Optimization exercise on an open flow, not production practice. RTL: at most simulated, not proved equivalent. Power: default activity.

--- flow/run.sh ---
#!/bin/bash
# ORFS layout with two changes:
#  - synthesis maps logic with an area-oriented ABC script (flow/abc_area.script)
#    in place of ORFS's speed script; everything else in synthesis, including
#    the standard flow's synthesis wrapper (flatten, renames) and the flip-flop mapping,
#    is unchanged;
#  - port buffering uses the smallest buffer cell (buf_1).
# Each step's full output is in orfs/logs/; the make output is in synth.log and
# layout.log here.
set -euo pipefail
rm -rf scripts_area
cp -r "$FLOW_HOME/scripts" scripts_area
cp flow/abc_area.script scripts_area/abc_speed.script
bash standard.sh "SCRIPTS_DIR=$PWD/scripts_area" synth > synth.log 2>&1
bash standard.sh \
  "BUFFER_PORTS_ARGS=-buffer_cell sky130_fd_sc_hd__buf_1" \
  finish > layout.log 2>&1
--- flow/abc_area.script ---
strash
&get -n
&st
&dch
&nf -R 1000
&put
--- standard.sh ---
#!/bin/bash
# synth_recipe.tcl (not shown) runs the flow's synth.tcl, then flattens the netlist and writes it again
# the make line also repeats each setting of config.mk as NAME=value (left out here)
make -C /OpenROAD-flow-scripts/flow DESIGN_CONFIG=/design/flow/config.mk WORK_HOME=/design/flow/orfs CLKGATE_MAP_FILE= SYNTH_SCRIPT=/design/flow/synth_recipe.tcl "${@:-finish}"
--- config.mk ---
export PLATFORM = sky130hd
export DESIGN_NAME = yuv420_fb_reader
export DESIGN_NICKNAME = yuv420_fb_reader
export VERILOG_FILES = /design/flow/design.v
export SDC_FILE = /design/flow/constraint.sdc
export NUM_CORES = 4
export LEC_CHECK = 0
export CAP_MARGIN = 20
export CORE_AREA = 2.5 2.5 137.5 89.5
export DIE_AREA = 0 0 140 92
export SLEW_MARGIN = 20
--- constraint.sdc ---
create_clock -name core_clock -period 5.0 [get_ports {MIPI_PIXEL_CLK}]
set_input_delay 1.0000 -clock core_clock [delete_from_list [all_inputs] [get_ports {MIPI_PIXEL_CLK}]]
set_output_delay 1.0000 -clock core_clock [all_outputs]
set_load 0.01 [all_outputs]
--- design.v ---
package yuv_fb_pkg;
    localparam int unsigned Y_SAMPLES_PER_WORD = 5;
    localparam int unsigned C_SAMPLES_PER_WORD = 18;
    localparam int unsigned Y_WORD_W           = 40;
    localparam int unsigned C_WORD_W           = 144;
    typedef enum logic [2:0] {
        IDLE   = 3'b000,
        LOAD   = 3'b001,
        LOAD2  = 3'b011,
        STREAM = 3'b100,
        DONE   = 3'b010
    } fb_state_e;
endpackage
module yuv_aoi222 (
    input  logic a0, s0, a1, s1, a2, s2,
    output logic y
);
    assign y = ~((a0 & s0) | (a1 & s1) | (a2 & s2));
endmodule
module yuv_aoi22 (
    input  logic a0, s0, a1, s1,
    output logic y
);
    assign y = ~((a0 & s0) | (a1 & s1));
endmodule
module yuv_incbit (
    input  logic a, p, c,
    output logic y
);
    assign y = a ^ (c & p);
endmodule
module yuv_prefix_and #(
    parameter int unsigned W  = 16,
    parameter bit          UD = 1'b0      
) (
    input  logic [W-1:0] a,
    input  logic         dn,
    output logic [W-1:0] p
);
    always_comb begin
        p[0] = 1'b1;
        for (int unsigned i = 1; i < W; i++)
            p[i] = p[i-1] & (a[i-1] ^ (UD & dn));
    end
endmodule
module yuv_inc #(
    parameter int unsigned W  = 16,
    parameter bit          UD = 1'b0      
) (
    input  logic [W-1:0] a,
    input  logic         dn,
    input  logic         c,
    output logic [W-1:0] y
);
    logic [W-1:0] p;
    yuv_prefix_and #(.W(W), .UD(UD)) u_p (.a(a), .dn(dn), .p(p));
    for (genvar i = 0; i < W; i++) begin : g_bit
        yuv_incbit u_b (.a(a[i]), .p(p[i]), .c(c), .y(y[i]));
    end
endmodule
module packed_lane_unpacker #(
    parameter int unsigned SAMPLES = 5
) (
    input  logic [SAMPLES*8-1:0] q,
    input  logic [SAMPLES-1:0]   hot,
    output logic [7:0]           sample
);
    localparam int unsigned G3 = SAMPLES / 3;
    localparam int unsigned G  = (SAMPLES + 2) / 3;
    localparam int unsigned R  = SAMPLES % 3;
    for (genvar b = 0; b < 8; b++) begin : g_bit
        logic [G-1:0] g_n;
        for (genvar g = 0; g < G3; g++) begin : g_3
            yuv_aoi222 u_s (
                .a0(q[8*(3*g) + b]),   .s0(hot[3*g]),
                .a1(q[8*(3*g+1) + b]), .s1(hot[3*g+1]),
                .a2(q[8*(3*g+2) + b]), .s2(hot[3*g+2]),
                .y(g_n[g])
            );
        end
        if (R == 2) begin : g_2
            yuv_aoi22 u_s (
                .a0(q[8*(3*G3) + b]),   .s0(hot[3*G3]),
                .a1(q[8*(3*G3+1) + b]), .s1(hot[3*G3+1]),
                .y(g_n[G3])
            );
        end else if (R == 1) begin : g_1
            assign g_n[G3] = ~(q[8*(3*G3) + b] & hot[3*G3]);
        end
        assign sample[b] = ~&g_n;
    end
endmodule
module yuv420_fb_reader #(
    parameter int unsigned WIDTH  = 640,
    parameter int unsigned HEIGHT = 480,
    parameter int unsigned Y_AW   = 16,
    parameter int unsigned C_AW   = 13
) (
    input  logic                MIPI_PIXEL_CLK,
    input  logic                RESET_N,
    input  logic                frame_start,
    output logic                busy,
    output logic                frame_done,
    output logic [Y_AW-1:0]     y_rdaddress,
    input  logic [yuv_fb_pkg::Y_WORD_W-1:0] y_q,
    output logic [C_AW-1:0]     u_rdaddress,
    input  logic [yuv_fb_pkg::C_WORD_W-1:0] u_q,
    output logic [C_AW-1:0]     v_rdaddress,
    input  logic [yuv_fb_pkg::C_WORD_W-1:0] v_q,
    output logic                pix_valid,
    input  logic                pix_ready,
    output logic [7:0]          pix_y,
    output logic [7:0]          pix_u,
    output logic [7:0]          pix_v,
    output logic                pix_sof,
    output logic                pix_eol
);
    localparam int unsigned YS = yuv_fb_pkg::Y_SAMPLES_PER_WORD;    
    localparam int unsigned CS = yuv_fb_pkg::C_SAMPLES_PER_WORD;    
    localparam int unsigned LW = $clog2(WIDTH / YS);                
    yuv_fb_pkg::fb_state_e state_q, state_d;
    logic [Y_AW-1:0] ya, y_next;    
    logic [2:0]      yo;            
    logic [C_AW-1:0] ca, c_next;    
    logic [4:0]      co;            
    logic            sof_q;         
    logic idle, load, load2, stream, xfer, y_wrap, eol, last_row;
    logic odd_row, c_step, c_wrap, y_inc, c_ge14, c_bor;
    logic c_dn, c0, c1, c4, c_t1, c_g;
    logic [2:0]    yo_inc;          
    logic [4:0]    co_inc, co_add4;  
    logic [YS-1:0] y_hot;
    logic [CS-1:0] c_hot;
    assign idle     = (state_q == yuv_fb_pkg::IDLE);
    assign load     = (state_q == yuv_fb_pkg::LOAD);
    assign load2    = (state_q == yuv_fb_pkg::LOAD2);
    assign stream   = state_q[2];
    assign xfer     = stream && pix_ready;
    assign y_wrap   = yo[2];                                    
    assign eol      = y_wrap && (&ya[LW-1:0]);                  
    assign last_row = ya[LW+8] & ya[LW+7] & ya[LW+6] & ya[LW+4] & ya[LW+3]
                    & ya[LW+2] & ya[LW+1] & ya[LW];
    assign odd_row  = ya[LW];
    assign c_step   = xfer && (ya[0] ^ yo[0]);
    assign c_wrap   = co[4] & co[0];                            
    assign c_ge14   = co[4] | (co[3] & co[2] & co[1]);          
    assign y_inc    = xfer && y_wrap;
    yuv_inc #(.W(Y_AW)) u_y_inc (.a(ya), .dn(1'b0), .c(y_inc), .y(y_next));
    assign c_bor    = co[4] | co[3] | co[2];
    assign c_dn     = odd_row && (load || load2);
    assign c4       = load && odd_row;
    assign c1       = load2 && odd_row && c_bor;
    assign c0       = c_step && c_wrap || load2 && odd_row && !c_bor;
    assign c_t1     = c0 && (ca[0] ^ c_dn) || c1;
    assign c_g      = c_t1 && (ca[1] ^ c_dn) && (ca[2] ^ c_dn) && (ca[3] ^ c_dn) || c4;
    assign c_next[0] = ca[0] ^ c0;
    assign c_next[1] = ca[1] ^ c_t1;
    assign c_next[2] = ca[2] ^ (c_t1 && (ca[1] ^ c_dn));
    assign c_next[3] = ca[3] ^ (c_t1 && (ca[1] ^ c_dn) && (ca[2] ^ c_dn));
    yuv_inc #(.W(C_AW-4), .UD(1'b1)) u_c_inc (.a(ca[C_AW-1:4]), .dn(c_dn), .c(c_g), .y(c_next[C_AW-1:4]));
    always_comb begin
        state_d = state_q;
        case (state_q)
            yuv_fb_pkg::IDLE:    if (frame_start) state_d = yuv_fb_pkg::LOAD;
            yuv_fb_pkg::LOAD:    state_d = yuv_fb_pkg::LOAD2;
            yuv_fb_pkg::LOAD2:   state_d = yuv_fb_pkg::STREAM;
            yuv_fb_pkg::STREAM:  if (xfer && eol) state_d = last_row ? yuv_fb_pkg::DONE : yuv_fb_pkg::LOAD;
            yuv_fb_pkg::DONE:    state_d = yuv_fb_pkg::IDLE;
            default: state_d = yuv_fb_pkg::IDLE;
        endcase
    end
    always_ff @(posedge MIPI_PIXEL_CLK) begin
        if (!RESET_N)
            state_q <= yuv_fb_pkg::IDLE;
        else
            state_q <= state_d;
        if (idle) begin
            ya    <= '0;
            yo    <= '0;
            ca    <= '0;
            co    <= '0;
            sof_q <= 1'b1;
        end else begin
            ya <= y_next;
            if (xfer) begin
                yo    <= yo_inc;
                sof_q <= 1'b0;
            end
            ca <= c_next;
            if (c4)
                co <= co_add4;
            else if (c_step)
                co <= co_inc;
        end
    end
    assign yo_inc[0]  = ~yo[0] & ~yo[2];
    assign yo_inc[1]  = yo[1] ^ yo[0];
    assign yo_inc[2]  = yo[1] & yo[0];
    assign co_inc[0]  = ~co[0];
    assign co_inc[1]  = (co[1] ^ co[0]) & ~co[4];
    assign co_inc[2]  = co[2] ^ (co[1] & co[0]);
    assign co_inc[3]  = co[3] ^ (co[2] & co[1] & co[0]);
    assign co_inc[4]  = (co[3] & co[2] & co[1] & co[0]) | (co[4] & ~co[0]);
    assign co_add4[0] = co[0];
    assign co_add4[1] = co[1] ^ c_ge14;
    assign co_add4[2] = ~co[2] & ~c_ge14;
    assign co_add4[3] = (co[3] ^ co[2]) & ~c_ge14;
    assign co_add4[4] = co[3] & co[2] & ~c_ge14;
    assign y_hot[0] = ~(yo[2] | yo[1] | yo[0]);
    assign y_hot[1] = ~yo[1] &  yo[0];
    assign y_hot[2] =  yo[1] & ~yo[0];
    assign y_hot[3] =  yo[1] &  yo[0];
    assign y_hot[4] =  yo[2];
    always_comb begin
        for (int unsigned k = 0; k < 16; k++)
            c_hot[k] = (co[3:0] == 4'(k)) && (k >= 2 || !co[4]);
        c_hot[16] = co[4] & ~co[0];
        c_hot[17] = co[4] &  co[0];
    end
    packed_lane_unpacker #(.SAMPLES(YS)) u_y_sel (.q(y_q), .hot(y_hot), .sample(pix_y));
    packed_lane_unpacker #(.SAMPLES(CS)) u_u_sel (.q(u_q), .hot(c_hot), .sample(pix_u));
    packed_lane_unpacker #(.SAMPLES(CS)) u_v_sel (.q(v_q), .hot(c_hot), .sample(pix_v));
    assign busy        = |state_q;
    assign frame_done  = (state_q == yuv_fb_pkg::DONE);
    assign pix_valid   = stream;
    assign pix_sof     = sof_q;
    assign pix_eol     = eol;
    assign y_rdaddress = y_next;
    assign u_rdaddress = c_next;
    assign v_rdaddress = c_next;
endmodule
==> notes.md, run 1 <==
====================================================================================================
Part of the total power dissipated in combinational logic                                      0.213
Post-synth ARST share                                                                              0
Initial DRC count                                                                                875
Cell count after synthesis                                                                       445
Max IR drop VDD                                                                             0.126 mV
Synth warn                                                                                         3
Residual DRC count                                                                                 0
Met1 track demand over resource                                                                0.406
Syn avg cell area                                                                          8.52 um^2
Maximum number of pins on one net before global-route repair                                      32
Standby leakage power                                                                        1.74 nW
Switching fraction of total power                                                              0.275
Number of setup violations in the final report                                                     0
Most used flip-flop cell after synthesis                                                sky130_fd_sc_hd__dfxtp_1
Setup TNS                                                                                       0 ps
Tot GR Track Use                                                                               0.314
Number of slew-limit violations in the final report                                                0
Data arrival time of the critical path                                                       3530 ps
Clock-pin slew reported for the worst setup and hold paths after clock tree synthesis          60 ps
Total internal power                                                                          594 uW
Number of distinct standard cells referenced by the synthesized netlist                           31
Reported max-cap violation count                                                                   0
Postcts setup bufs                                                                                 0
Number of buffers created by CTS                                                                   5
Kind of critical path                                                                      in -> out
Clock network latency to the later pin of the worst-skew pair                                 280 ps
Power density over the cells                                                             151 nW/um^2
Per-cell via count in the routed design                                                         5.96
Height of the chip                                                                             92 um
Hold violation count in the final report                                                           0
Most common library cell in the layout ignoring fill and taps                           sky130_fd_sc_hd__buf_1
Vias after detailed routing                                                                     5820
Clock tree from TritonCTS                                                                      built
Core region area                                                                          11300 um^2
Maximum clock path buffer count                                                                    2
Hold Crit Class                                                                           reg -> reg
Clk network pwr share                                                                          0.381
Most utilized layer in the global route result                                                  met2
Tightest hold margin                                                                          458 ps
Worst Setup End Kind                                                                     output port
Final weighted congestion in routability-driven placement                                      0.965
Num Clock Sinks                                                                                   41
Wire length of the first global-routing pass                                                 31.5 mm
Setup repair after global routing missed its margin                                            false
Number of iterations in the first detailed-routing pass                                           11
Crit start category                                                                     primary input
Power dissipated by switching net loads                                                       226 uW
CTS Hold Buffers Added                                                                             0
Number of global-route vias before repair                                                       5615
Transition time at the pin with the least slew margin                                        1140 ps
Status                                                                      timing/DRC/antenna clean
Final Cycle Share                                                                              0.907
Share of synthesized area occupied by flip-flops and latches                                   0.216
Global-route track usage on met2                                                               0.547
Number of gates resized after cts                                                                  0
Sequential cell fraction of total power                                                        0.406
Fraction of met3 tracks used by global routing                                                0.0590
Total power after layout                                                                      819 uW
Fmax                                                                                         221 MHz
Final cell count without fillers                                                                 977
Detailed-route wire length per cell                                                          22.7 um
I/O pin cnt                                                                                      403
Post-synthesis instance area                                                               3790 um^2
Overall routed net length                                                                    22.2 mm
Width of the die                                                                              140 um
Net total in the final layout                                                                   1169
GR Overflow Total                                                                                  0
Post-placement cell count                                                                        966
Layout cell share with drive strength beyond 1                                                0.0206
Total half-perimeter wirelength after legalization and detailed placement                    18.2 mm
Nets in the synthesized netlist                                                                  789
Depth of the CTS H-tree                                                                            2
Initial cell density of the core                                                               0.335
Post-synth EDFFs                                                                                   0
Final Critical Period                                                                        4530 ps
Remaining max-slew budget at the tightest pin                                                  0.242
Worst-path maximum fanout                                                                          7
Yosys reg bits                                                                                    41
Most used cells in the layout excluding fill and tap cells                              sky130_fd_sc_hd__buf_1, sky130_fd_sc_hd__a222oi_1, sky130_fd_sc_hd__and2_0, sky130_fd_sc_hd__dfxtp_1, sky130_fd_sc_hd__xnor2_1
FP Rows                                                                                           31
# port buffers                                                                                   402
Number of antenna violations at the first check in global routing                                  3
Clock root cell                                                                         sky130_fd_sc_hd__clkbuf_16
Worst endpoint required time                                                                 4000 ps
Area growth syn-to-layout                                                                      42.9%
Routed Antenna Nets                                                                                0
Die Area                                                                                  12900 um^2
Clock Skew                                                                                   3.92 ps
====================================================================================================
## synthesized netlist by cell type (all sizes together), types with 11 or more instances
master	instances	area (um^2)
a222oi	98	981
and2	44	275
dfxtp	41	821
buf	38	285
xnor2	28	245
nand3	27	135
nand2	26	97.6
nor2	21	78.8
a21oi	19	95.1
and4	16	140
ha	12	150
nor3	11	55.1
## routing by layer
metal / wire, um / share of wire
met5: 0 / 0
met4: 363 / 0.016
met3: 2010 / 0.091
met2: 10800 / 0.49
met1: 9040 / 0.41
## power by group through the flow
stage | Combinational [mW] | Clock (mW) | Sequential (mW)
6_report | 0.174 | 0.312 | 0.333
5_1_grt | 0.190 | 0.329 | 0.333
4_1_cts | 0.172 | 0.315 | 0.333
3_5_place_dp | 0.171 | 0 | 0.340
3_3_place_gp | 0.168 | 0 | 0.340
2_1_floorplan | 0.0407 | 0 | 0.339
## final timing paths
check	from	endpoint	slack [ps]	cells after the start
max	pix_ready	u_rdaddress[8]	470	13
min	sof_q	sof_q	460	2
max reg2reg	state_q[2]	ca[8]	1860	11
min reg2reg	sof_q	sof_q	460	2
## worst max-delay path: stages
cell and delay, ps:
sky130_fd_sc_hd__buf_1 140, sky130_fd_sc_hd__nand2_1 160, sky130_fd_sc_hd__nor2_1 300, sky130_fd_sc_hd__a32oi_1 150
sky130_fd_sc_hd__o32a_1 240, sky130_fd_sc_hd__nand2b_1 170, sky130_fd_sc_hd__nand2b_1 180, sky130_fd_sc_hd__o22ai_1 200
sky130_fd_sc_hd__and2_0 260, sky130_fd_sc_hd__nand2_1 110, sky130_fd_sc_hd__or2_0 230, sky130_fd_sc_hd__xnor2_1 220
sky130_fd_sc_hd__buf_1 180
## logic make-up (layout without fill, tap and decap cells)
logic type	Yosys count	count (layout)	synth area share
other	0	3	0
flip-flops	41	41	0.216
AND/OR/NAND/NOR	162	162	0.235
AO/OA/AOI/OAI	146	146	0.341
XOR/XNOR	36	36	0.0831
adder cells (fa/ha/maj)	12	12	0.0396
buffers and inverters	48	429	0.0851
## through the flow
stage	area, um^2	worst slack, ps	utilization
detailed placement	5270	499	0.465
floorplan	3790	630	-
global placement	5270	606	0.465
global route	5420	157	0.478
CTS	5410	477	0.477
finish	5420	466	0.478
## cell type report
cell class / instances / area (um^2)
inverters: 10 / 37.5
fillers: 1202 / 5910
clock inverters: 2 / 10.0
repair buffers: 411 / 1580
well taps: 148 / 185
diodes: 3 / 7.51
flip-flops and latches: 41 / 821
multi-input cells: 356 / 2650
clock buffers: 6 / 129
## flip-flops by register name (all words and copies together) (netlist names)
register,count
ca,13
state_q,3
sof_q,1
ya,16
yo,3
co,5
==> inputs of run 2 (changes only) <==
--- a/flow/run.sh
+++ b/flow/run.sh
@@ -1,9 +1,10 @@
 #!/bin/bash
-# ORFS layout with two changes:
+# ORFS layout with these changes:
 #  - synthesis maps logic with an area-oriented ABC script (flow/abc_area.script)
 #    in place of ORFS's speed script; everything else in synthesis, including
 #    the standard flow's synthesis wrapper (flatten, renames) and the flip-flop mapping,
 #    is unchanged;
-#  - port buffering uses the smallest buffer cell (buf_1).
+#  - port buffering uses the smallest buffer cell (buf_1);
+#  - clock tree synthesis uses small clock buffers and no dummy load cells.
 # Each step's full output is in orfs/logs/; the make output is in synth.log and
 # layout.log here.
@@ -15,3 +16,4 @@
 bash standard.sh \
   "BUFFER_PORTS_ARGS=-buffer_cell sky130_fd_sc_hd__buf_1" \
+  "CTS_ARGS=-sink_clustering_enable -repair_clock_nets -dont_use_dummy_load -buf_list {sky130_fd_sc_hd__clkbuf_4 sky130_fd_sc_hd__clkbuf_8}" \
   finish > layout.log 2>&1
==> flow/abc_area.script (replaced) <==
strash
&get -n
&st
&dch
&nf -R 1000
&put
strash
&get -n
&st
&dch
&nf -R 1000
&put
--- a/config.mk
+++ b/config.mk
@@ -6,6 +6,6 @@
 export NUM_CORES = 4
 export LEC_CHECK = 0
-export CAP_MARGIN = 20
+export CAP_MARGIN = 10
 export CORE_AREA = 2.5 2.5 137.5 89.5
 export DIE_AREA = 0 0 140 92
-export SLEW_MARGIN = 20
+export SLEW_MARGIN = 10
==> run 2 against run 1 <==
Compared with the run above: non-clock buffer count is 7 higher; final cell count decreased by 0.20%; routed wire length increased by 0.32%; via count is 2.0% higher.
==> notes.md, run 2 <==
====================================================================================================
Status                                                                      timing/DRC/antenna clean
Worst Slack Setup Final                                                                       389 ps   -77.2 ps
Synth warn                                                                                         3   unchanged
Post-synth ARST share                                                                              0   unchanged
Kind of critical path                                                                      in -> out
Crit start category                                                                     primary input
# port buffers                                                                                   402   unchanged
Final cell count without fillers                                                                 975   -0.20%
Final weighted congestion in routability-driven placement                                       1.00   +3.6%
Vias after detailed routing                                                                     5937   +2.0%
Most frequent cell after synthesis                                                      sky130_fd_sc_hd__a222oi_1
Maximum number of pins on one net before global-route repair                                      34   +6.3%
Hold Crit Class                                                                           reg -> reg
Total internal power                                                                          503 uW   -15%
Number of filler cells placed in the layout                                                     1187   -1.2%
Largest Register                                                                                  ya
Net total in the final layout                                                                   1173   +0.34%
Clock tree from TritonCTS                                                                      built
Part of the total power dissipated in combinational logic                                      0.243   +0.030
Worst endpoint required time                                                                 4000 ps   about the same
FP Rows                                                                                           31   unchanged
Num Clock Sinks                                                                                   41   unchanged
Transition time at the pin with the least slew margin                                        1240 ps   +101 ps
Final Cycle Share                                                                              0.922   +0.0154
Setup TNS                                                                                       0 ps   unchanged
Power density over the cells                                                             133 nW/um^2   -12%
Number of setup violations in the final report                                                     0   unchanged
Share of the synthesized area in the top cell type                                             0.258   -0.000939
Post-synthesis instance area                                                               3770 um^2   -0.66%
Clock-pin slew reported for the worst setup and hold paths after clock tree synthesis          90 ps   +30 ps
Critical path buffer and inverter count                                                            2   unchanged
Remaining max-slew budget at the tightest pin                                                  0.175   -0.0671
Layout cell share with drive strength beyond 1                                                0.0290   +0.00844
Clk network pwr share                                                                          0.291   -0.090
Area of the multi-input gates                                                              2640 um^2   -0.38%
CP cell instances                                                                       buf_1 > and2_0 > o21ai_0 > a21oi_1 > a21oi_1 > o22ai_1 > nand3_1 > o22ai_1 > nand2_1 > a21oi_1 > and2_0 > xor2_1 > buf_1
Width of the die                                                                              140 um   unchanged
Cell count after synthesis                                                                       442   -0.67%
Postcts setup bufs                                                                                 0   unchanged
Most used flip-flop cell after synthesis                                                sky130_fd_sc_hd__dfxtp_1
Hold violation count in the final report                                                           0   unchanged
Slowest stage cell, crit path                                                           sky130_fd_sc_hd__a21oi_1
Switching fraction of total power                                                              0.296   +0.0206
Fmax                                                                                         217 MHz   -1.7%
Depth of the CTS H-tree                                                                            2   unchanged
Top cells by area, synth                                                                sky130_fd_sc_hd__a222oi_1, sky130_fd_sc_hd__dfxtp_1, sky130_fd_sc_hd__buf_4
Detailed-route wire length per cell                                                          22.8 um   +0.53%
Largest regs                                                                            ya x16, ca x13, co x5
Tot GR Track Use                                                                               0.319   +0.00547
Overall routed net length                                                                    22.3 mm   +0.32%
Syn avg cell area                                                                          8.52 um^2   about the same
Category of cells accounting for the largest share of critical-path delay               compound AO/OA/AOI/OAI gates
Most frequent cell on the critical path                                                 sky130_fd_sc_hd__a21oi_1
Core region area                                                                          11300 um^2   unchanged
Nets in the synthesized netlist                                                                  786   -0.38%
I/O pin cnt                                                                                      403   unchanged
Max IR drop VDD                                                                             0.119 mV   -5.5%
Ranking of synthesized cells by instance count                                          sky130_fd_sc_hd__a222oi_1, sky130_fd_sc_hd__and2_0, sky130_fd_sc_hd__dfxtp_1, sky130_fd_sc_hd__buf_4
Area growth syn-to-layout                                                                      42.6%
Number of global-route vias before repair                                                       5586   -0.52%
GR Overflow Total                                                                                  0   unchanged
Clock root cell                                                                         sky130_fd_sc_hd__clkbuf_8
Share of synthesized area occupied by flip-flops and latches                                   0.218   +0.00144
Power dissipated by switching net loads                                                       211 uW   -6.4%
Final Critical Period                                                                        4610 ps   +77.2 ps
Total half-perimeter wirelength after legalization and detailed placement                    17.8 mm   -2.3%
Wire length of the first global-routing pass                                                 31.7 mm   +0.59%
Setup repair after global routing missed its margin                                            false
Data arrival time of the critical path                                                       3610 ps   +80 ps
R2r startpoint                                                                            state_q[0]
Critical path launch point                                                                 pix_ready
Worst-path maximum fanout                                                                          4   -3
Per-cell via count in the routed design                                                         6.09   +2.2%
Post-synth EDFFs                                                                                   0   unchanged
Antenna Cells                                                                                      0   -3
Sequential cell fraction of total power                                                        0.466   +0.060
Standby leakage power                                                                        1.77 nW   +1.4%
Summed area of non-filler cells in the final layout                                        5370 um^2   -0.85%
Initial DRC count                                                                                882   +0.80%
Footprint of the flip-flops and latches                                                     821 um^2   unchanged
Post-placement cell count                                                                        970   +0.41%
Height of the chip                                                                             92 um   unchanged
Worst Setup End Kind                                                                     output port
Residual DRC count                                                                                 0   unchanged
Number of gates resized after cts                                                                  0   unchanged
Number of iterations in the first detailed-routing pass                                           14   +3
Reported max-cap violation count                                                                   0   unchanged
Most used cells in the layout excluding fill and tap cells                              sky130_fd_sc_hd__buf_1, sky130_fd_sc_hd__a222oi_1, sky130_fd_sc_hd__and2_0, sky130_fd_sc_hd__dfxtp_1
Most common library cell in the layout ignoring fill and taps                           sky130_fd_sc_hd__buf_1
Maximum clock path buffer count                                                                    2   unchanged
Tightest hold margin                                                                          473 ps   +15.9 ps
Yosys reg bits                                                                                    41   unchanged
Number of slew-limit violations in the final report                                                0   unchanged
Routed Antenna Nets                                                                                0   unchanged
Initial cell density of the core                                                               0.333   -0.00221
Number of buffers created by CTS                                                                   5   unchanged
Area after detailed placement                                                              5300 um^2   +0.67%
HP Start                                                                                       sof_q
Clock network latency to the later pin of the worst-skew pair                                 310 ps   +30 ps
Clock Skew                                                                                   18.5 ps   +14.6 ps
Place WS                                                                                      490 ps   -9.06 ps
CP peak stage delay                                                                           300 ps   about the same
Flip-flop count of the largest register after layout                                              16   unchanged
Number of distinct standard cells referenced by the synthesized netlist                           34   +9.7%
Synth area leader                                                                       sky130_fd_sc_hd__a222oi_1
Number of antenna violations at the first check in global routing                                  0   -3
CTS Hold Buffers Added                                                                             0   unchanged
Die Area                                                                                  12900 um^2   unchanged
====================================================================================================
[run 2: cell count changes after synthesis, sizes merged, moves of 4 or more]
cell    change
a211oi      +4
a22oi       +4
and4        -5
nand4       +4
xnor2      -15
xor2       +12
[run 2: logic make-up after synthesis]
family,Yosys count,synth area share
buffers and inverters,45,0.0827
flip-flops,41,0.218
multiplexers,1,0.00299
XOR/XNOR,33,0.0767
AND/OR/NAND/NOR,159,0.229
adder cells (fa/ha/maj),12,0.0399
AO/OA/AOI/OAI,151,0.350
[run 2: power by group through the flow]
| stage | Sequential, mW | Combinational (mW) | Clock (mW) |
|---|---|---|---|
| finish | 0.333 | 0.173 | 0.208 |
| global route | 0.333 | 0.188 | 0.224 |
| CTS | 0.333 | 0.171 | 0.209 |
| detailed placement | 0.340 | 0.170 | 0 |
| global placement | 0.340 | 0.166 | 0 |
| floorplan | 0.339 | 0.0432 | 0 |
[run 2: cell type report]
type,instances,share of cell area
Clock buffer,5,0.0128
Tap cell,148,0.0345
Sequential cell,41,0.153
Timing Repair Buffer,418,0.303
Inverter,7,0.00489
Multi-Input combinational cell,356,0.492
[run 2: path summary, 6_finish.rpt]
check | slack [ps] | depth (start not counted) | endpoint
max | 390 | 13 | v_rdaddress[12]
min reg2reg | 470 | 2 | sof_q
max reg2reg | 1900 | 11 | ca[12]
min | 470 | 2 | sof_q
[run 2: through the flow]
stage	util	power (mW)
after floorplan	-	0.383
after CTS	0.474	0.713
final	0.474	0.714
after global routing	0.474	0.746
after detailed placement	0.468	0.511
after global placement	0.468	0.507
[run 2: routing by layer]
layer	up-vias	routed length, um	track usage
met5	-	0	0
met4	0	483	0.0670
met3	53	2510	0.0689
met2	457	10700	0.545
met1	2797	8620	0.418
li1	2630	-	-
[run 2: worst min-delay path: cells and delay by family, from the launching register on]
family	cells	cell delay (ps)
simple gates	2	100
flops	1	330
==> inputs of run 3 (changes only) <==
--- a/config.mk
+++ b/config.mk
@@ -6,6 +6,6 @@
 export NUM_CORES = 4
 export LEC_CHECK = 0
-export CAP_MARGIN = 10
+export CAP_MARGIN = 0
 export CORE_AREA = 2.5 2.5 137.5 89.5
 export DIE_AREA = 0 0 140 92
-export SLEW_MARGIN = 10
+export SLEW_MARGIN = 0
==> run 3 against run 2 <==
Compared with the run above: worst hold slack stayed put; worst setup slack stayed put; total power is the same; maximum frequency is the same; synthesized cell count stayed put; routed wire length unchanged; area after synthesis stayed put; core utilization unchanged; combinational power about the same; critical path type unchanged.
==> notes.md, run 3 <==
====================================================================================================
Number of buffers created by CTS                                                                   5   unchanged
Num Clock Sinks                                                                                   41   unchanged
Clock Skew                                                                                   18.5 ps   unchanged
I/O pin cnt                                                                                      403   unchanged
Width of the die                                                                              140 um   unchanged
Yosys reg bits                                                                                    41   unchanged
Worst endpoint required time                                                                 4000 ps   about the same
Post-synthesis instance area                                                               3770 um^2   unchanged
Setup TNS                                                                                       0 ps   unchanged
Flip-flop count of the largest register after layout                                              16   unchanged
Postcts setup bufs                                                                                 0   unchanged
Footprint of the flip-flops and latches                                                     821 um^2   unchanged
Layout cell share with drive strength beyond 1                                                0.0290   unchanged
Overall routed net length                                                                    22.3 mm   unchanged
Transition time at the pin with the least slew margin                                        1240 ps   unchanged
Residual DRC count                                                                                 0   unchanged
Clock root cell                                                                         sky130_fd_sc_hd__clkbuf_8
Synth warn                                                                                         3   unchanged
Area of the multi-input gates                                                              2640 um^2   unchanged
Number of filler cells placed in the layout                                                     1187   unchanged
Data arrival time of the critical path                                                       3610 ps   about the same
Number of distinct standard cells referenced by the synthesized netlist                           34   unchanged
Post-synth ARST share                                                                              0   unchanged
Max IR drop VDD                                                                             0.119 mV   unchanged
Worst Setup End Kind                                                                     output port
Final Cycle Share                                                                              0.922   unchanged
Status                                                                      timing/DRC/antenna clean
Number of global-route vias before repair                                                       5586   unchanged
Remaining max-slew budget at the tightest pin                                                  0.175   unchanged
Share of synthesized area occupied by flip-flops and latches                                   0.218   unchanged
Ranking of synthesized cells by instance count                                          sky130_fd_sc_hd__a222oi_1, sky130_fd_sc_hd__and2_0, sky130_fd_sc_hd__dfxtp_1, sky130_fd_sc_hd__buf_4
Post-synth EDFFs                                                                                   0   unchanged
Maximum number of pins on one net before global-route repair                                      34   unchanged
Final Critical Period                                                                        4610 ps   unchanged
Setup repair after global routing missed its margin                                            false
FP Rows                                                                                           31   unchanged
Hold violation count in the final report                                                           0   unchanged
Number of slew-limit violations in the final report                                                0   unchanged
# port buffers                                                                                   402   unchanged
Vias after detailed routing                                                                     5937   unchanged
Fmax                                                                                         217 MHz   unchanged
Crit start category                                                                     primary input
GR Overflow Total                                                                                  0   unchanged
Synth area leader                                                                       sky130_fd_sc_hd__a222oi_1
Area growth syn-to-layout                                                                      42.6%   unchanged
Number of gates resized after cts                                                                  0   unchanged
Die Area                                                                                  12900 um^2   unchanged
Hold Crit Class                                                                           reg -> reg
Most common library cell in the layout ignoring fill and taps                           sky130_fd_sc_hd__buf_1
Number of iterations in the first detailed-routing pass                                           14   unchanged
Initial cell density of the core                                                               0.333   unchanged
Most used flip-flop cell after synthesis                                                sky130_fd_sc_hd__dfxtp_1
Top cells by area, synth                                                                sky130_fd_sc_hd__a222oi_1, sky130_fd_sc_hd__dfxtp_1, sky130_fd_sc_hd__buf_4
Height of the chip                                                                             92 um   unchanged
Depth of the CTS H-tree                                                                            2   unchanged
Net total in the final layout                                                                   1173   unchanged
Most frequent cell after synthesis                                                      sky130_fd_sc_hd__a222oi_1
Syn avg cell area                                                                          8.52 um^2   unchanged
Clock-pin slew reported for the worst setup and hold paths after clock tree synthesis          90 ps   about the same
Clock network latency to the later pin of the worst-skew pair                                 310 ps   about the same
Core region area                                                                          11300 um^2   unchanged
Wire length of the first global-routing pass                                                 31.7 mm   unchanged
Maximum clock path buffer count                                                                    2   unchanged
CTS Hold Buffers Added                                                                             0   unchanged
Clock tree from TritonCTS                                                                      built
Most used cells in the layout excluding fill and tap cells                              sky130_fd_sc_hd__buf_1, sky130_fd_sc_hd__a222oi_1, sky130_fd_sc_hd__and2_0, sky130_fd_sc_hd__dfxtp_1
Post-layout util                                                                               0.474   unchanged
Tot GR Track Use                                                                               0.319   unchanged
Routed Antenna Nets                                                                                0   unchanged
Cell count after synthesis                                                                       442   unchanged
Final weighted congestion in routability-driven placement                                       1.00   unchanged
Kind of critical path                                                                      in -> out
Number of antenna violations at the first check in global routing                                  0   unchanged
Per-cell via count in the routed design                                                         6.09   unchanged
Worst reg2reg setup slack                                                                    1900 ps   about the same
Worst-path maximum fanout                                                                          4   unchanged
Antenna Cells                                                                                      0   unchanged
Reported max-cap violation count                                                                   0   unchanged
Standby leakage power                                                                        1.77 nW   unchanged
Largest Register                                                                                  ya
Detailed-route wire length per cell                                                          22.8 um   unchanged
Share of the synthesized area in the top cell type                                             0.258   unchanged
Nets in the synthesized netlist                                                                  786   unchanged
Number of setup violations in the final report                                                     0   unchanged
Power density over the cells                                                             133 nW/um^2   unchanged
Initial DRC count                                                                                882   unchanged
Total half-perimeter wirelength after legalization and detailed placement                    17.8 mm   unchanged
Largest regs                                                                            ya x16, ca x13, co x5
====================================================================================================
[run 3: cell counts after synthesis]
No cell type changed its count.
[run 3: final timing paths]
path | start | end | cells past startpoint
worst min register to register | sof_q | sof_q | 2
worst min-delay path | sof_q | sof_q | 2
worst max-delay path | pix_ready | v_rdaddress[12] | 13
worst max register to register | state_q[0] | ca[12] | 11
[run 3: cell type report]
| cell class | instances | area share |
|---|---|---|
| Clock buffer | 5 | 0.0128 |
| Inverter | 7 | 0.00489 |
| Multi-Input combinational cell | 356 | 0.492 |
| Sequential cell | 41 | 0.153 |
| Tap cell | 148 | 0.0345 |
| Timing Repair Buffer | 418 | 0.303 |
[run 3: worst max-delay path: stages]
cell	delay [ps]
sky130_fd_sc_hd__buf_1	100
sky130_fd_sc_hd__and2_0	190
sky130_fd_sc_hd__o21ai_0	100
sky130_fd_sc_hd__a21oi_1	300
sky130_fd_sc_hd__a21oi_1	160
sky130_fd_sc_hd__o22ai_1	300
sky130_fd_sc_hd__nand3_1	170
sky130_fd_sc_hd__o22ai_1	290
sky130_fd_sc_hd__nand2_1	170
sky130_fd_sc_hd__a21oi_1	220
sky130_fd_sc_hd__and2_0	180
sky130_fd_sc_hd__xor2_1	220
sky130_fd_sc_hd__buf_1	190
[run 3: cells by family (layout without fill, tap and decap cells)]
group,count (synthesis),after routing,share of synthesized area
AND/OR/NAND/NOR,159,159,0.229
AO/OA/AOI/OAI,151,151,0.350
buffers and inverters,45,430,0.0827
flip-flops,41,41,0.218
XOR/XNOR,33,33,0.0767
adder cells (fa/ha/maj),12,12,0.0399
multiplexers,1,1,0.00299
[run 3: routing by layer]
metal,GRT usage,up-vias,wire length (um),part of all wire
met3,0.0689,53,2510,0.11
met1,0.418,2797,8620,0.39
met2,0.545,457,10700,0.48
met5,0,-,0,0
li1,-,2630,-,-
met4,0.0670,0,483,0.022
[run 3: report_power, final]
| part | internal, mW | switching, mW | total (mW) | leakage, nW |
|---|---|---|---|---|
| clock network | 0.0903 | 0.117 | 0.208 | 0.0359 |
| logic | 0.0836 | 0.0896 | 0.173 | 1.40 |
| registers | 0.329 | 0.00426 | 0.333 | 0.331 |
[run 3: metrics by stage]
stage               cells  hold WS (ps)  cell area (um^2)  total power, mW  setup slack (ps)
global route          975           506              5370            0.746              77.1
floorplan             442           467              3770            0.383               698
global placement      970           465              5300            0.507               565
detailed placement    970           460              5300            0.511               490
finish                975           473              5370            0.714               389
CTS                   975           473              5370            0.713               430
==> inputs of run 4 (changes only) <==
--- a/design.v
+++ b/design.v
@@ -6,8 +6,8 @@
     typedef enum logic [2:0] {
         IDLE   = 3'b000,
-        LOAD   = 3'b001,
-        LOAD2  = 3'b011,
+        LOAD   = 3'b010,
+        LOAD2  = 3'b001,
         STREAM = 3'b100,
-        DONE   = 3'b010
+        DONE   = 3'b011
     } fb_state_e;
 endpackage
@@ -25,8 +25,8 @@
 endmodule
 module yuv_incbit (
-    input  logic a, p, c,
+    input  logic a, p, c, clr,
     output logic y
 );
-    assign y = a ^ (c & p);
+    assign y = a ^ ((c & p) | (clr & a));
 endmodule
 module yuv_prefix_and #(
@@ -51,4 +51,5 @@
     input  logic         dn,
     input  logic         c,
+    input  logic         clr,
     output logic [W-1:0] y
 );
@@ -56,5 +57,5 @@
     yuv_prefix_and #(.W(W), .UD(UD)) u_p (.a(a), .dn(dn), .p(p));
     for (genvar i = 0; i < W; i++) begin : g_bit
-        yuv_incbit u_b (.a(a[i]), .p(p[i]), .c(c), .y(y[i]));
+        yuv_incbit u_b (.a(a[i]), .p(p[i]), .c(c), .clr(clr), .y(y[i]));
     end
 endmodule
@@ -146,5 +147,5 @@
     assign c_ge14   = co[4] | (co[3] & co[2] & co[1]);          
     assign y_inc    = xfer && y_wrap;
-    yuv_inc #(.W(Y_AW)) u_y_inc (.a(ya), .dn(1'b0), .c(y_inc), .y(y_next));
+    yuv_inc #(.W(Y_AW)) u_y_inc (.a(ya), .dn(1'b0), .c(y_inc), .clr(idle), .y(y_next));
     assign c_bor    = co[4] | co[3] | co[2];
     assign c_dn     = odd_row && (load || load2);
@@ -154,9 +155,9 @@
     assign c_t1     = c0 && (ca[0] ^ c_dn) || c1;
     assign c_g      = c_t1 && (ca[1] ^ c_dn) && (ca[2] ^ c_dn) && (ca[3] ^ c_dn) || c4;
-    assign c_next[0] = ca[0] ^ c0;
-    assign c_next[1] = ca[1] ^ c_t1;
-    assign c_next[2] = ca[2] ^ (c_t1 && (ca[1] ^ c_dn));
-    assign c_next[3] = ca[3] ^ (c_t1 && (ca[1] ^ c_dn) && (ca[2] ^ c_dn));
-    yuv_inc #(.W(C_AW-4), .UD(1'b1)) u_c_inc (.a(ca[C_AW-1:4]), .dn(c_dn), .c(c_g), .y(c_next[C_AW-1:4]));
+    assign c_next[0] = ca[0] ^ (c0 || idle && ca[0]);
+    assign c_next[1] = ca[1] ^ (c_t1 || idle && ca[1]);
+    assign c_next[2] = ca[2] ^ (c_t1 && (ca[1] ^ c_dn) || idle && ca[2]);
+    assign c_next[3] = ca[3] ^ (c_t1 && (ca[1] ^ c_dn) && (ca[2] ^ c_dn) || idle && ca[3]);
+    yuv_inc #(.W(C_AW-4), .UD(1'b1)) u_c_inc (.a(ca[C_AW-1:4]), .dn(c_dn), .c(c_g), .clr(idle), .y(c_next[C_AW-1:4]));
     always_comb begin
         state_d = state_q;
@@ -175,17 +176,15 @@
         else
             state_q <= state_d;
+        ya <= y_next;      
+        ca <= c_next;      
         if (idle) begin
-            ya    <= '0;
             yo    <= '0;
-            ca    <= '0;
             co    <= '0;
             sof_q <= 1'b1;
         end else begin
-            ya <= y_next;
             if (xfer) begin
                 yo    <= yo_inc;
                 sof_q <= 1'b0;
             end
-            ca <= c_next;
             if (c4)
                 co <= co_add4;
--- a/flow/run.sh
+++ b/flow/run.sh
@@ -6,5 +6,6 @@
 #    is unchanged;
 #  - port buffering uses the smallest buffer cell (buf_1);
-#  - clock tree synthesis uses small clock buffers and no dummy load cells.
+#  - clock tree synthesis uses small clock buffers and no dummy load cells;
+#  - timing-driven global placement does not keep its trial buffering.
 # Each step's full output is in orfs/logs/; the make output is in synth.log and
 # layout.log here.
@@ -16,4 +17,5 @@
 bash standard.sh \
   "BUFFER_PORTS_ARGS=-buffer_cell sky130_fd_sc_hd__buf_1" \
+  "GPL_KEEP_OVERFLOW=0" \
   "CTS_ARGS=-sink_clustering_enable -repair_clock_nets -dont_use_dummy_load -buf_list {sky130_fd_sc_hd__clkbuf_4 sky130_fd_sc_hd__clkbuf_8}" \
   finish > layout.log 2>&1
==> run 4 against run 3 <==
Compared with the run above: the layout now fails its checks (capacitance limit, slew limit); critical path depth is 2 higher; combinational power is 7% higher; global-route usage up 0.76 points; clock skew decreased by 8.5 ps; count of clock-buffer cells in the layout unchanged; core utilization decreased by 2.1 points; area after synthesis shrank 4.4%; sequential power is essentially flat; sequential share of layout area up 0.70 points; worst hold slack got worse by 20 ps; final cell count is 2.6% lower; critical path type unchanged; critical endpoint unchanged.
==> notes.md, run 4 <==
====================================================================================================
Transition time at the pin with the least slew margin                                        1510 ps   +276 ps
Detailed-route wire length per cell                                                          24.4 um   +6.7%
Final weighted congestion in routability-driven placement                                      0.983   -1.7%
Switching fraction of total power                                                              0.301   +0.00528
Standby leakage power                                                                        1.53 nW   -13%
Hold EP                                                                                        sof_q
Number of distinct standard cells referenced by the synthesized netlist                           31   -8.8%
Max IR drop VDD                                                                             0.137 mV   +15%
Routed Antenna Nets                                                                                0   unchanged
Hold violation count in the final report                                                           0   unchanged
Clock Skew                                                                                   10.0 ps   -8.54 ps
Number of setup violations in the final report                                                     0   unchanged
Part of the total power dissipated in combinational logic                                      0.258   +0.015
Total half-perimeter wirelength after legalization and detailed placement                    18.2 mm   +2.4%
Post-layout util                                                                               0.454   -0.0207
Final Cycle Share                                                                              0.930   +0.00773
Setup repair after global routing missed its margin                                            false
Layout cell share with drive strength beyond 1                                                0.0176   -0.0115
Largest regs                                                                            ya x16, ca x13, co x5
Worst Setup End Kind                                                                     output port
Remaining max-slew budget at the tightest pin                                               -0.00846   -0.184
Nets in the synthesized netlist                                                                  769   -2.2%
Syn avg cell area                                                                          8.46 um^2   -0.76%
Width of the die                                                                              140 um   unchanged
Crit start category                                                                     primary input
Sequential cell fraction of total power                                                        0.467   about the same
Worst reg2reg setup slack                                                                    1900 ps   about the same
Setup TNS                                                                                       0 ps   unchanged
CTS Hold Buffers Added                                                                             0   unchanged
Synth warn                                                                                         3   unchanged
Status                                                                                  complete, but fails checks
Set of violated layout checks                                                           capacitance limit, slew limit
Initial cell density of the core                                                               0.318   -0.0145
Crit Reg-Reg Endpoint                                                                         ya[15]
Final cell count without fillers                                                                 950   -2.6%
Yosys reg bits                                                                                    41   unchanged
Number of global-route vias before repair                                                       5471   -2.1%
Final Critical Period                                                                        4650 ps   +38.6 ps
Count of cells along the worst register-to-register path                                          11   unchanged
Share of the synthesized area in the top cell type                                             0.289   +0.0312
Synth area leader                                                                       sky130_fd_sc_hd__a222oi_1
Summed area of non-filler cells in the final layout                                        5140 um^2   -4.4%
Most used flip-flop cell after synthesis                                                sky130_fd_sc_hd__dfxtp_1
Area growth syn-to-layout                                                                      42.6%   about the same
GR Overflow Total                                                                                  0   unchanged
Maximum number of pins on one net before global-route repair                                      37   +8.8%
Power density over the cells                                                             140 nW/um^2   +5.0%
Vias after detailed routing                                                                     5901   -0.61%
Number of slew-limit violations in the final report                                               17   +17
HP Start                                                                                       sof_q
Ranking of synthesized cells by instance count                                          sky130_fd_sc_hd__a222oi_1, sky130_fd_sc_hd__dfxtp_1, sky130_fd_sc_hd__buf_4, sky130_fd_sc_hd__nand2_1, sky130_fd_sc_hd__a21oi_1
Fmax                                                                                         215 MHz   -0.83%
Clock root cell                                                                         sky130_fd_sc_hd__clkbuf_8
Most frequent cell after synthesis                                                      sky130_fd_sc_hd__a222oi_1
Initial DRC count                                                                               1086   +23%
Flip-flop count of the largest register after layout                                              16   unchanged
Residual DRC count                                                                                 0   unchanged
Maximum clock path buffer count                                                                    2   unchanged
Clock network latency to the later pin of the worst-skew pair                                 300 ps   about the same
Clk network pwr share                                                                          0.274   -0.017
Top cells by area, synth                                                                sky130_fd_sc_hd__a222oi_1, sky130_fd_sc_hd__dfxtp_1, sky130_fd_sc_hd__buf_4
Post-placement cell count                                                                        940   -3.1%
Most used cells in the layout excluding fill and tap cells                              sky130_fd_sc_hd__buf_1, sky130_fd_sc_hd__a222oi_1, sky130_fd_sc_hd__dfxtp_1, sky130_fd_sc_hd__nand2_1, sky130_fd_sc_hd__a21oi_1
Area after detailed placement                                                              5040 um^2   -5.0%
# port buffers                                                                                   402   unchanged
Post-synthesis instance area                                                               3600 um^2   -4.4%
Depth of the CTS H-tree                                                                            2   unchanged
Reported max-cap violation count                                                                   2   +2
Power dissipated by switching net loads                                                       216 uW   +2.3%
Tot GR Track Use                                                                               0.327   +0.00763
Worst-path maximum fanout                                                                          8   +4
Per-cell via count in the routed design                                                         6.21   +2.0%
Clock-pin slew reported for the worst setup and hold paths after clock tree synthesis          70 ps   -20 ps
Post-synth EDFFs                                                                                   0   unchanged
Wire length of the first global-routing pass                                                 32.0 mm   +1.0%
R2r startpoint                                                                                 yo[2]
Most common library cell in the layout ignoring fill and taps                           sky130_fd_sc_hd__buf_1
Die Area                                                                                  12900 um^2   unchanged
Net total in the final layout                                                                   1142   -2.6%
Overall routed net length                                                                    23.1 mm   +4.0%
Post-synth ARST share                                                                              0   unchanged
Core region area                                                                          11300 um^2   unchanged
FP Rows                                                                                           31   unchanged
Clock tree from TritonCTS                                                                      built
Share of synthesized area occupied by flip-flops and latches                                   0.228   +0.00991
Hold Crit Class                                                                           reg -> reg
I/O pin cnt                                                                                      403   unchanged
Number of iterations in the first detailed-routing pass                                           11   -3
Cell count after synthesis                                                                       426   -3.6%
Worst endpoint required time                                                                 4000 ps   about the same
Kind of critical path                                                                      in -> out
Number of buffers created by CTS                                                                   5   unchanged
Number of cells traversed by the worst hold path                                                   2   unchanged
Number of antenna violations at the first check in global routing                                  4   +4
Height of the chip                                                                             92 um   unchanged
Num Clock Sinks                                                                                   41   unchanged
Data arrival time of the critical path                                                       3650 ps   +40 ps
Largest Register                                                                                  ya
Total internal power                                                                          501 uW   -0.29%
====================================================================================================
## run 4: per-layer routing
layer / global-route usage / share of wire
met2: 0.491 / 0.44
met4: 0.116 / 0.029
met3: 0.127 / 0.13
met5: 0 / 0
met1: 0.427 / 0.40
## run 4: final cells by class
cell class,count,area [um^2]
clock buffer,5,68.8
sequential,41,821
antenna,5,12.5
multi-input combinational,339,2490
timing repair buffer,404,1530
tap,148,185
inverter,8,30.0
fill,1189,6190
## run 4: cells by family (layout without fill, tap and decap cells)
family,after synthesis,after routing,share of synthesized area
compound gates,178,178,0.410
simple gates,136,136,0.201
buf+inv,46,417,0.0875
flops,41,41,0.228
fa+ha+maj,11,11,0.0382
xor+xnor,11,11,0.0267
mux,3,3,0.00868
other cells,0,5,0
## run 4: worst max-delay path, stage by stage
cell and delay, ps:
sky130_fd_sc_hd__buf_1 120, sky130_fd_sc_hd__nand2_1 200, sky130_fd_sc_hd__nor2_4 260, sky130_fd_sc_hd__a32o_1 200, sky130_fd_sc_hd__a2bb2oi_1 100, sky130_fd_sc_hd__nor2_1 190
sky130_fd_sc_hd__nand2_1 130, sky130_fd_sc_hd__o21ai_2 230, sky130_fd_sc_hd__nand4_1 190, sky130_fd_sc_hd__nor2_2 180, sky130_fd_sc_hd__o21ai_0 160, sky130_fd_sc_hd__nor2_1 170
sky130_fd_sc_hd__a21oi_1 50, sky130_fd_sc_hd__a21oi_1 240, sky130_fd_sc_hd__buf_1 220
## run 4: how the worst max path moves through the flow
stage | startpoint | endpoint | slack [ps] | cells after the start
after global routing | pix_ready | v_rdaddress[12] | 60 | 15
after floorplan | state_q[2] | u_rdaddress[12] | 360 | 14
after global placement | state_q[2] | v_rdaddress[12] | -270 | 14
final | pix_ready | v_rdaddress[12] | 350 | 15
after detailed placement | pix_ready | v_rdaddress[12] | -120 | 15
after CTS | pix_ready | v_rdaddress[12] | 30 | 15
## run 4: power by group through the flow
| stage | registers, mW | clock network (mW) | logic (mW) |
|---|---|---|---|
| floorplan | 0.341 | 0 | 0.0525 |
| global placement | 0.342 | 0 | 0.177 |
| detailed placement | 0.342 | 0 | 0.180 |
| CTS | 0.335 | 0.203 | 0.181 |
| global route | 0.335 | 0.215 | 0.201 |
| finish | 0.335 | 0.197 | 0.185 |
## run 4: repair_timing
item,4_1_cts,5_1_grt
gates resized for setup,3,4
endpoints found under the setup margin,6,6
setup buffers,0,0
## run 4: metrics by stage
step / total power [mW] / setup WS, ps / hold WS [ps]
6_report: 0.717 / 350 / 453
5_1_grt: 0.752 / 58.0 / 483
2_1_floorplan: 0.394 / 358 / 439
3_3_place_gp: 0.519 / -269 / 437
3_5_place_dp: 0.522 / -119 / 439
4_1_cts: 0.718 / 30.9 / 450
==> inputs of run 5 (changes only) <==
--- a/config.mk
+++ b/config.mk
@@ -6,6 +6,6 @@
 export NUM_CORES = 4
 export LEC_CHECK = 0
-export CAP_MARGIN = 0
+export CAP_MARGIN = 10
 export CORE_AREA = 2.5 2.5 137.5 89.5
 export DIE_AREA = 0 0 140 92
-export SLEW_MARGIN = 0
+export SLEW_MARGIN = 10
==> run 5 against run 4 <==
Compared with the run above: now clean on timing, DRC and antenna; total power grew 0.33%; first-iteration DRC count shrank 4.6%; worst setup slack lost 67 ps; clock power grew 2%; maximum frequency shrank 1.4%; critical endpoint unchanged; worst hold slack gained 6.4 ps; sequential share of layout area shrank 0.15 points; non-clock buffer count grew 6.
==> notes.md, run 5 <==
====================================================================================================
Cell count after synthesis                                                                       426   unchanged
CP peak stage delay                                                                           240 ps   -20 ps
Fmax                                                                                         212 MHz   -1.4%
Final cell count without fillers                                                                 954   +0.42%
Post-layout util                                                                               0.458   +0.00431
Crit start category                                                                     primary input
Area after detailed placement                                                              5040 um^2   about the same
Die Area                                                                                  12900 um^2   unchanged
Total power after layout                                                                      719 uW   +0.33%
Post-synthesis instance area                                                               3600 um^2   unchanged
Number of buffers created by CTS                                                                   5   unchanged
Overall routed net length                                                                    23.0 mm   -0.76%
Clock Skew                                                                                   23.2 ps   +13.2 ps
Power density over the cells                                                             139 nW/um^2   -0.62%
Reported max-cap violation count                                                                   0   -2
Ranking of synthesized cells by instance count                                          sky130_fd_sc_hd__a222oi_1, sky130_fd_sc_hd__dfxtp_1, sky130_fd_sc_hd__buf_4, sky130_fd_sc_hd__nand2_1, sky130_fd_sc_hd__a21oi_1
Maximum number of pins on one net before global-route repair                                      37   unchanged
Detailed-route wire length per cell                                                          24.1 um   -1.2%
Status                                                                      timing/DRC/antenna clean
Synth warn                                                                                         3   unchanged
Transition time at the pin with the least slew margin                                        1230 ps   -281 ps
Post-synth EDFFs                                                                                   0   unchanged
Setup TNS                                                                                       0 ps   unchanged
# port buffers                                                                                   402   unchanged
GR Overflow Total                                                                                  0   unchanged
Share of the synthesized area in the top cell type                                             0.289   unchanged
Initial cell density of the core                                                               0.318   unchanged
Vias after detailed routing                                                                     5980   +1.3%
Num Clock Sinks                                                                                   41   unchanged
Kind of critical path                                                                      in -> out
Layout cell share with drive strength beyond 1                                                0.0237   +0.00610
Post-synth ARST share                                                                              0   unchanged
Number of setup violations in the final report                                                     0   unchanged
Top cells by area, synth                                                                sky130_fd_sc_hd__a222oi_1, sky130_fd_sc_hd__dfxtp_1, sky130_fd_sc_hd__buf_4
Number of iterations in the first detailed-routing pass                                           12   +1
Residual DRC count                                                                                 0   unchanged
Flip-flop count of the largest register after layout                                              16   unchanged
Critical path buffer and inverter count                                                            2   unchanged
Number of distinct standard cells referenced by the synthesized netlist                           31   unchanged
Number of slew-limit violations in the final report                                                0   -17
Clock tree from TritonCTS                                                                      built
Hold Crit Class                                                                           reg -> reg
I/O pin cnt                                                                                      403   unchanged
Max IR drop VDD                                                                             0.106 mV   -23%
Net total in the final layout                                                                   1148   +0.53%
Final weighted congestion in routability-driven placement                                      0.983   unchanged
Number of antenna violations at the first check in global routing                                  3   -1
Largest regs                                                                            ya x16, ca x13, co x5
Hold violation count in the final report                                                           0   unchanged
Initial DRC count                                                                               1036   -4.6%
Nets in the synthesized netlist                                                                  769   unchanged
Number of filler cells placed in the layout                                                     1197   +0.67%
Slowest stage cell, crit path                                                           sky130_fd_sc_hd__o21ai_2
Worst Setup End Kind                                                                     output port
Most common library cell in the layout ignoring fill and taps                           sky130_fd_sc_hd__buf_1
Category of cells accounting for the largest share of critical-path delay               simple AND/OR/NAND/NOR gates
Maximum clock path buffer count                                                                    2   unchanged
Clock network latency to the later pin of the worst-skew pair                                 300 ps   about the same
Core region area                                                                          11300 um^2   unchanged
Width of the die                                                                              140 um   unchanged
FP Rows                                                                                           31   unchanged
Post-placement cell count                                                                        940   unchanged
Worst endpoint required time                                                                 4000 ps   about the same
Clock root cell                                                                         sky130_fd_sc_hd__clkbuf_8
Yosys reg bits                                                                                    41   unchanged
Synth area leader                                                                       sky130_fd_sc_hd__a222oi_1
CTS Hold Buffers Added                                                                             0   unchanged
Wire length of the first global-routing pass                                                 32.5 mm   +1.4%
Share of synthesized area occupied by flip-flops and latches                                   0.228   unchanged
Number of global-route vias before repair                                                       5478   +0.13%
Most frequent cell on the critical path                                                 sky130_fd_sc_hd__nor2_1
Tot GR Track Use                                                                               0.330   +0.00292
Worst-path maximum fanout                                                                          7   -1
CP cell instances                                                                       buf_1 > nand2_1 > nor2_4 > a32o_1 > a2bb2oi_1 > nor2_1 > nand2_1 > o21ai_2 > nand4_1 > nor2_1 > o21ai_0 > nor2_1 > a21oi_1 > a21oi_1 > buf_1
Area growth syn-to-layout                                                                      44.0%
Remaining max-slew budget at the tightest pin                                                  0.179   +0.187
Syn avg cell area                                                                          8.46 um^2   unchanged
Final Critical Period                                                                        4720 ps   +67.1 ps
Total half-perimeter wirelength after legalization and detailed placement                    18.2 mm   -0.19%
Most used flip-flop cell after synthesis                                                sky130_fd_sc_hd__dfxtp_1
Final Cycle Share                                                                              0.943   +0.0134
Largest Register                                                                                  ya
Clock-pin slew reported for the worst setup and hold paths after clock tree synthesis          60 ps   about the same
Routed Antenna Nets                                                                                0   unchanged
Most used cells in the layout excluding fill and tap cells                              sky130_fd_sc_hd__buf_1, sky130_fd_sc_hd__a222oi_1, sky130_fd_sc_hd__dfxtp_1, sky130_fd_sc_hd__nand2_1, sky130_fd_sc_hd__a21oi_1
Most frequent cell after synthesis                                                      sky130_fd_sc_hd__a222oi_1
Depth of the CTS H-tree                                                                            2   unchanged
Standby leakage power                                                                        1.57 nW   +2.5%
Summed area of non-filler cells in the final layout                                        5190 um^2   +0.95%
Height of the chip                                                                             92 um   unchanged
Data arrival time of the critical path                                                       3720 ps   +70 ps
Per-cell via count in the routed design                                                         6.27   +0.91%
====================================================================================================
[run 5: changes by cell type in the layout (fill, tap and decap cells not counted)]
cell / change
sky130_fd_sc_hd__diode_2: -2
sky130_fd_sc_hd__and2_1: +3
sky130_fd_sc_hd__nor2_2: -1
sky130_fd_sc_hd__nor2_1: +1
sky130_fd_sc_hd__and2_0: -3
sky130_fd_sc_hd__buf_4: +3
sky130_fd_sc_hd__buf_6: +3
[run 5: report_power, final]
| group | switching, mW | internal (mW) | leakage (nW) |
|---|---|---|---|
| Clock | 0.110 | 0.0902 | 0.0360 |
| Sequential | 0.00552 | 0.329 | 0.331 |
| Combinational | 0.102 | 0.0816 | 1.20 |
[run 5: logic make-up after synthesis]
kind of cell               after synthesis  synth area share
buffers and inverters                   46            0.0875
adders and majority gates               11            0.0382
xor gates and xnor gates                11            0.0267
and+or+nand+nor                        136             0.201
DFF                                     41             0.228
AOI/OAI and AO/OA                      178             0.410
muxes                                    3           0.00868
[run 5: layer usage]
layer / global-route usage / wire [um] / vias to the layer above / part of all wire
met1: 0.450 / 9370 / 2838 / 0.41
met2: 0.509 / 10200 / 464 / 0.45
met4: 0.102 / 670 / 0 / 0.029
met3: 0.0888 / 2690 / 61 / 0.12
li1: - / - / 2617 / -
met5: 0 / 0 / - / 0
[run 5: area by class of cell]
cell class / instances / area (um^2) / share of cell area
Sequential cell: 41 / 821 / 0.158
Antenna cell: 3 / 7.51 / 0.00145
Inverter: 8 / 30.0 / 0.00579
Clock buffer: 5 / 68.8 / 0.0133
Tap cell: 148 / 185 / 0.0357
Multi-Input combinational cell: 339 / 2490 / 0.479
Timing Repair Buffer: 410 / 1590 / 0.306
[run 5: repair_timing]
action	CTS	global route
gates resized for setup	3	2
buffers inserted	0	3
cloned	0	0
setup endpoints to repair	4	4
pin swaps	0	1
[run 5: path summary, 6_finish.rpt]
path / startpoint / to / slack [ps] / cells after the start
setup / recovery: pix_ready / v_rdaddress[12] / 280 / 15
hold / removal: sof_q / sof_q / 460 / 2
setup reg to reg: co[4] / ca[12] / 1820 / 12
hold reg to reg: sof_q / sof_q / 460 / 2
[run 5: through the flow]
step	hold WS, ps	setup slack, ps
2_1_floorplan	439	358
3_3_place_gp	437	-269
3_5_place_dp	445	-164
4_1_cts	455	136
5_1_grt	488	-7.82
6_report	460	283
[run 5: tightest hold or removal path, cell delays in order, from the launching register on]
cell	delay (ps)
sky130_fd_sc_hd__dfxtp_1	320
sky130_fd_sc_hd__nand2_1	60
sky130_fd_sc_hd__nand2_1	40
==> inputs of run 6 (changes only) <==
--- a/config.mk
+++ b/config.mk
@@ -7,5 +7,6 @@
 export LEC_CHECK = 0
 export CAP_MARGIN = 10
-export CORE_AREA = 2.5 2.5 137.5 89.5
-export DIE_AREA = 0 0 140 92
+export CORE_AREA = 2.5 2.5 147.5 67.5
+export DIE_AREA = 0 0 150 70
+export PLACE_DENSITY = 0.75
 export SLEW_MARGIN = 10
==> run 6 against run 5 <==
Compared with the run above: still clean on timing, DRC and antenna; routed wire length is 4.6% higher; sequential share of layout area is 0.29 points higher; clock power decreased by 2%; total power hardly changed; sequential power about the same; final area decreased by 1.8%; synthesized cell count stayed put; core utilization grew 11 points; area after synthesis is the same; largest cell class unchanged.
==> notes.md, run 6 <==
====================================================================================================
Crit start category                                                                     primary input
Clock network latency to the later pin of the worst-skew pair                                 300 ps   about the same
Standby leakage power                                                                        1.52 nW   -3.1%
Reported max-cap violation count                                                                   0   unchanged
Clock Skew                                                                                   20.8 ps   -2.37 ps
CTS Hold Buffers Added                                                                             0   unchanged
Top cells by area, synth                                                                sky130_fd_sc_hd__a222oi_1, sky130_fd_sc_hd__dfxtp_1, sky130_fd_sc_hd__buf_4
Total half-perimeter wirelength after legalization and detailed placement                    19.8 mm   +8.9%
Cell count after synthesis                                                                       426   unchanged
Hold violation count in the final report                                                           0   unchanged
Post-synthesis instance area                                                               3600 um^2   unchanged
Most used flip-flop cell after synthesis                                                sky130_fd_sc_hd__dfxtp_1
Post-synth EDFFs                                                                                   0   unchanged
Detailed-route wire length per cell                                                          25.9 um   +7.4%
Flip-flop count of the largest register after layout                                              16   unchanged
Max IR drop VDD                                                                             0.127 mV   +21%
Synth area leader                                                                       sky130_fd_sc_hd__a222oi_1
Synth warn                                                                                         3   unchanged
Post-placement cell count                                                                        916   -2.6%
# port buffers                                                                                   402   unchanged
Wire length of the first global-routing pass                                                 34.0 mm   +4.6%
Share of synthesized area occupied by flip-flops and latches                                   0.228   unchanged
Final Cycle Share                                                                              0.928   -0.0152
Number of buffers created by CTS                                                                   5   unchanged
Worst endpoint required time                                                                 4000 ps   about the same
I/O pin cnt                                                                                      403   unchanged
Largest Register                                                                                  ya
Die Area                                                                                  10500 um^2   -18%
Width of the die                                                                              150 um   +7.1%
Remaining max-slew budget at the tightest pin                                                  0.124   -0.0548
Yosys reg bits                                                                                    41   unchanged
Area growth syn-to-layout                                                                      41.4%
Tot GR Track Use                                                                               0.430   +0.100
Core region area                                                                           9040 um^2   -20%
Nets in the synthesized netlist                                                                  769   unchanged
Power density over the cells                                                             141 nW/um^2   +1.8%
Layout cell share with drive strength beyond 1                                                0.0126   -0.0111
GR Overflow Total                                                                                  0   unchanged
Most common library cell in the layout ignoring fill and taps                           sky130_fd_sc_hd__buf_1
Status                                                                      timing/DRC/antenna clean
Setup TNS                                                                                       0 ps   unchanged
Kind of critical path                                                                      in -> out
Number of slew-limit violations in the final report                                                0   unchanged
Area after detailed placement                                                              5000 um^2   -0.92%
Number of setup violations in the final report                                                     0   unchanged
Clock-pin slew reported for the worst setup and hold paths after clock tree synthesis          60 ps   about the same
Maximum number of pins on one net before global-route repair                                      37   unchanged
Hold Crit Class                                                                           reg -> reg
Syn avg cell area                                                                          8.46 um^2   unchanged
Summed area of non-filler cells in the final layout                                        5090 um^2   -1.8%
Num Clock Sinks                                                                                   41   unchanged
Final Critical Period                                                                        4640 ps   -76.0 ps
Worst-path maximum fanout                                                                          8   +1
Data arrival time of the critical path                                                       3640 ps   -80 ps
Clock root cell                                                                         sky130_fd_sc_hd__clkbuf_8
Final cell count without fillers                                                                 929   -2.6%
Most used cells in the layout excluding fill and tap cells                              sky130_fd_sc_hd__buf_1, sky130_fd_sc_hd__a222oi_1, sky130_fd_sc_hd__dfxtp_1, sky130_fd_sc_hd__nand2_1, sky130_fd_sc_hd__a21oi_1
Post-synth ARST share                                                                              0   unchanged
Most frequent cell after synthesis                                                      sky130_fd_sc_hd__a222oi_1
Number of antenna violations at the first check in global routing                                 10   +7
Depth of the CTS H-tree                                                                            2   unchanged
Ranking of synthesized cells by instance count                                          sky130_fd_sc_hd__a222oi_1, sky130_fd_sc_hd__dfxtp_1, sky130_fd_sc_hd__buf_4, sky130_fd_sc_hd__nand2_1, sky130_fd_sc_hd__a21oi_1
Initial DRC count                                                                               1284   +24%
Worst Setup End Kind                                                                     output port
Number of distinct standard cells referenced by the synthesized netlist                           31   unchanged
FP Rows                                                                                           23   -26%
Transition time at the pin with the least slew margin                                        1310 ps   +82.2 ps
Final weighted congestion in routability-driven placement                                       1.07   +8.6%
Net total in the final layout                                                                   1141   -0.61%
Number of global-route vias before repair                                                       5493   +0.27%
Largest regs                                                                            ya x16, ca x13, co x5
Clock tree from TritonCTS                                                                      built
Routed Antenna Nets                                                                                0   unchanged
Setup repair after global routing missed its margin                                            false
Residual DRC count                                                                                 0   unchanged
Height of the chip                                                                             70 um   -24%
Per-cell via count in the routed design                                                         6.61   +5.4%
Overall routed net length                                                                    24.0 mm   +4.6%
Fmax                                                                                         215 MHz   +1.6%
Number of iterations in the first detailed-routing pass                                           12   unchanged
Vias after detailed routing                                                                     6140   +2.7%
Maximum clock path buffer count                                                                    2   unchanged
Share of the synthesized area in the top cell type                                             0.289   unchanged
Initial cell density of the core                                                               0.399   +0.0806
====================================================================================================
## run 6: cell counts after synthesis
Identical to the previous run, type by type.
## run 6: layer usage
metal  GRT usage  vias up  share of wire
met2       0.571      574           0.39
li1            -     2606              -
met1       0.610     2879           0.41
met4       0.108        8          0.024
met3       0.208       73           0.17
met5           0        -         0.0020
## run 6: cell families (layout without fill, tap and decap cells)
| kind of cell | Yosys count | after routing | synth area share |
|---|---|---|---|
| compound gates | 178 | 178 | 0.410 |
| xor+xnor | 11 | 11 | 0.0267 |
| fa+ha+maj | 11 | 11 | 0.0382 |
| buf+inv | 46 | 416 | 0.0875 |
| flops | 41 | 41 | 0.228 |
| mux | 3 | 3 | 0.00868 |
| other cells | 0 | 8 | 0 |
| simple gates | 136 | 136 | 0.201 |
## run 6: final timing paths
path / cells past startpoint / endpoint / start / slack [ps]
worst min register to register: 2 / sof_q / sof_q / 450
worst max-delay path: 15 / u_rdaddress[12] / pix_ready / 360
worst min-delay path: 2 / sof_q / sof_q / 450
worst max register to register: 12 / ca[12] / co[0] / 1740
## run 6: through the flow
| stage | worst slack (ps) | utilization | hold slack [ps] | total power, mW |
|---|---|---|---|---|
| 2_1_floorplan | 358 | - | 439 | 0.394 |
| 3_3_place_gp | -168 | 0.552 | 451 | 0.520 |
| 3_5_place_dp | 85.9 | 0.553 | 439 | 0.522 |
| 4_1_cts | 71.3 | 0.561 | 450 | 0.715 |
| 5_1_grt | 47.5 | 0.562 | 487 | 0.750 |
| 6_report | 359 | 0.564 | 452 | 0.719 |
## run 6: cell type report
| class | count | area (um^2) |
|---|---|---|
| inverters | 8 | 30.0 |
| fillers | 930 | 3940 |
| repair buffers | 403 | 1520 |
| well taps | 125 | 156 |
| multi-input cells | 339 | 2480 |
| diodes | 8 | 20.0 |
| flip-flops and latches | 41 | 821 |
| clock buffers | 5 | 68.8 |
## run 6: where the power goes
| part | total, mW | internal, mW | switching [mW] |
|---|---|---|---|
| combinational | 0.189 | 0.0815 | 0.108 |
| clock | 0.196 | 0.0901 | 0.105 |
| sequential | 0.335 | 0.330 | 0.00511 |
| total | 0.719 | 0.501 | 0.218 |
## run 6: what timing repair did
action,in CTS,in global routing
buffers inserted,0,0
endpoints found under the setup margin,0,8
gates resized for setup,0,4
## run 6: critical path: stages
cell	delay, ps
sky130_fd_sc_hd__buf_1	110
sky130_fd_sc_hd__nand2_1	180
sky130_fd_sc_hd__nor2_4	250
sky130_fd_sc_hd__a32o_1	190
sky130_fd_sc_hd__a2bb2oi_1	120
sky130_fd_sc_hd__nor2_1	180
sky130_fd_sc_hd__nand2_1	100
sky130_fd_sc_hd__o21ai_1	290
sky130_fd_sc_hd__nand4_1	190
sky130_fd_sc_hd__nor2_1	240
sky130_fd_sc_hd__o21ai_0	180
sky130_fd_sc_hd__nor2_1	160
sky130_fd_sc_hd__a21oi_1	50
sky130_fd_sc_hd__a21oi_1	200
sky130_fd_sc_hd__buf_1	180
